What follows belongs to an exercise in optimizing a design on an open flow for small area, a short achievable clock period and few clock cycles per item; a production flow would make more cautious choices. RTL that was checked went through simulation tests only; none was proved equivalent to the original. The clock port is modelled as an ideal driver; clocking choices that lean on that would not hold on a real chip. Power and IR drop assume default switching activity.

== the reference run ==
// alpha_compositor
module alpha_compositor
(
	input logic clk,
	input logic reset,
	input logic src_valid,
	output logic src_ready,
	input blend_pkg::pixel_addr_t src_addr,
	input blend_pkg::channel_t src_r,
	input blend_pkg::channel_t src_g,
	input blend_pkg::channel_t src_b,
	input blend_pkg::channel_t src_a,
	input logic src_last,
	output logic wb_cyc,
	output logic wb_stb,
	output logic wb_we,
	output blend_pkg::pixel_addr_t wb_adr,
	output blend_pkg::rgb_t wb_dat_w,
	input blend_pkg::rgb_t wb_dat_r,
	input logic wb_ack,
	output logic frame_done
);
For scale: about 140 flip-flops, roughly 110 I/O pins, roughly 8000 um^2 of cells after synthesis.
clock: 8.0 ns
lec_check: 0
cap_margin: 20
core_margin: 2
core_utilization: 40
setup_slack_margin: 4.6
slew_margin: 20
run.sh (not shown) runs the stock make flow with config.mk's settings and CLKGATE_MAP_FILE= SYNTH_SCRIPT=/design/flow/synth_recipe.tcl, a recipe that flattens the netlist after the stock synthesis.
The final layout from the reference run, which completed every stage, passed the timing, DRC and antenna checks at the end of the flow.
## Diff of input files: the trial run against the reference run
# the reference run
export LEC_CHECK = 0
export CAP_MARGIN = 20
export CORE_MARGIN = 2
export CORE_UTILIZATION = 40
export SETUP_SLACK_MARGIN = 4.6
export SLEW_MARGIN = 20
create_clock -name core_clock -period 8.0 [get_ports {clk}]
# the trial run
export LEC_CHECK = 0
export CAP_MARGIN = 20
export CORE_MARGIN = 2
export CORE_UTILIZATION = 40
export SLEW_MARGIN = 20
create_clock -name core_clock -period 8.0 [get_ports {clk}]
### Flow results
The trial run | stages: all done | timing, DRC, antenna: all pass. The trial run reports a higher final period utilization than the reference run does. Looking at area growth from synthesis to layout, the trial run sits 8.8 points lower than the reference run does. Compared with the reference run, the trial run shows number of setup buffers added after CTS lower by 31. Of the reference run and the trial run, the reference run shows the lower share of power burned in the clock network, with the trial run above it.
No functional check of the RTL was part of any run of this note.

========
Another version of the RTL of alpha_compositor (not shown whole).
For scale: about 570 cells after synthesis, roughly 110 I/O pins, about 7900 um^2 of cells after synthesis.
Settings: LEC_CHECK=0, ABC_CLOCK_PERIOD_IN_PS=2800, CAP_MARGIN=20, CORE_MARGIN=2, CORE_UTILIZATION=40, CTS_BUF_LIST=sky130_fd_sc_hd__clkbuf_4 sky130_fd_sc_hd__clkbuf_8, SETUP_SLACK_MARGIN=5, SLEW_MARGIN=20, TNS_END_PERCENT=0; clock period 8.0 ns.
standard.sh (not shown) runs the stock make flow with config.mk's settings and CLKGATE_MAP_FILE= SYNTH_SCRIPT=/design/flow/synth_recipe.tcl, a recipe that flattens the netlist after the stock synthesis.
==> flow/flow/run.sh <==
#!/bin/bash
# Standard layout, with the port buffers the standard flow's flow inserts made from
# the smallest plain buffer; repair still resizes any that timing needs.
set -euo pipefail
export BUFFER_PORTS_ARGS="-buffer_cell sky130_fd_sc_hd__buf_1"
bash standard.sh > standard_flow.log 2>&1
Testbench counts at the start, summed over its fixed seeds: cycles 34,519, pixels 5,905.
==> next run, changes <==
==> flow/flow/run.sh (replaced) <==
#!/bin/bash
# Standard layout, with two changes to how it is made:
#  - the port buffers the standard flow's flow inserts are made from the smallest plain
#    buffer; repair still resizes any that timing needs;
#  - after CTS, one more setup repair pass on the worst path
#    (flow/post_cts.tcl).
set -euo pipefail
export BUFFER_PORTS_ARGS="-buffer_cell sky130_fd_sc_hd__buf_1"
export POST_CTS_TCL="$PWD/flow/post_cts.tcl"
bash standard.sh > standard_flow.log 2>&1
==> flow/flow/post_cts.tcl (new file) <==
puts "post_cts: worst setup slack before [worst_slack -max]"
repair_timing -setup -setup_margin 5.6 -repair_tns 0 -verbose
detailed_placement
check_placement -verbose
puts "post_cts: worst setup slack after [worst_slack -max]"
ABC_CLOCK_PERIOD_IN_PS = not set   (was 2800)
GPL_ROUTABILITY_DRIVEN = 0   (was not set)
After rerunning: Combinational power fell by about 2%. Worst setup slack improved by 0.047 ns. Synthesized area stays the same.
==> next run, changes <==
==> flow/flow/run.sh (replaced) <==
#!/bin/bash
# Standard layout, with the port buffers the standard flow's flow inserts made from
# the smallest plain buffer; repair still resizes any that timing needs.
set -euo pipefail
export BUFFER_PORTS_ARGS="-buffer_cell sky130_fd_sc_hd__buf_1"
bash standard.sh > standard_flow.log 2>&1
GPL_ROUTABILITY_DRIVEN = not set   (was 0)
removed: flow/flow/post_cts.tcl
The new run passed the timing, DRC and antenna checks.
Register-to-register slack is worse by 0.05 ns.
Clock skew stays flat.
Fmax drops by 1.5%.
Hold slack is about the same.

static timing again, ports no longer ideal:
No port has a modelled driver above. Below, the same layouts with a new extraction and two added sets of constraints. Step 1 sets driving cells, clkbuf_16 on the clock port and buf_2 on the other inputs (assumed; they add their load-dependent delay and slew). Step 2 moves the port delays by t, midway between the first and last clock arrival at a register: inputs arrive t later, outputs are due t later. That takes back most of the time a late clock gives input paths. a / b / c = ideal ports / drivers / drivers and shift; a / b = the first two.
run | shift t [ns] | setup slack, ns | latest minus earliest clock arrival (ns) | worst data-port slew with drivers (ns) | pins driven straight from the clock port
the reference run | 0.460 | 4.554 / 4.554 / 4.458 | 0.010 / 0.011 | 0.05 | 1
the trial run | 0.446 | 3.785 / 3.785 / 3.785 | 0.012 / 0.012 | 0.05 | 1
the first run of note 2 | 0.482 | 4.886 / 4.886 / 4.547 | 0.017 / 0.017 | 0.07 | 1
the second run of note 2 | 0.485 | 4.933 / 4.933 / 4.598 | 0.016 / 0.016 | 0.07 | 1
the third run of note 2 | 0.482 | 4.886 / 4.886 / 4.547 | 0.017 / 0.017 | 0.07 | 1
After both steps setup and hold are still met in every run listed.
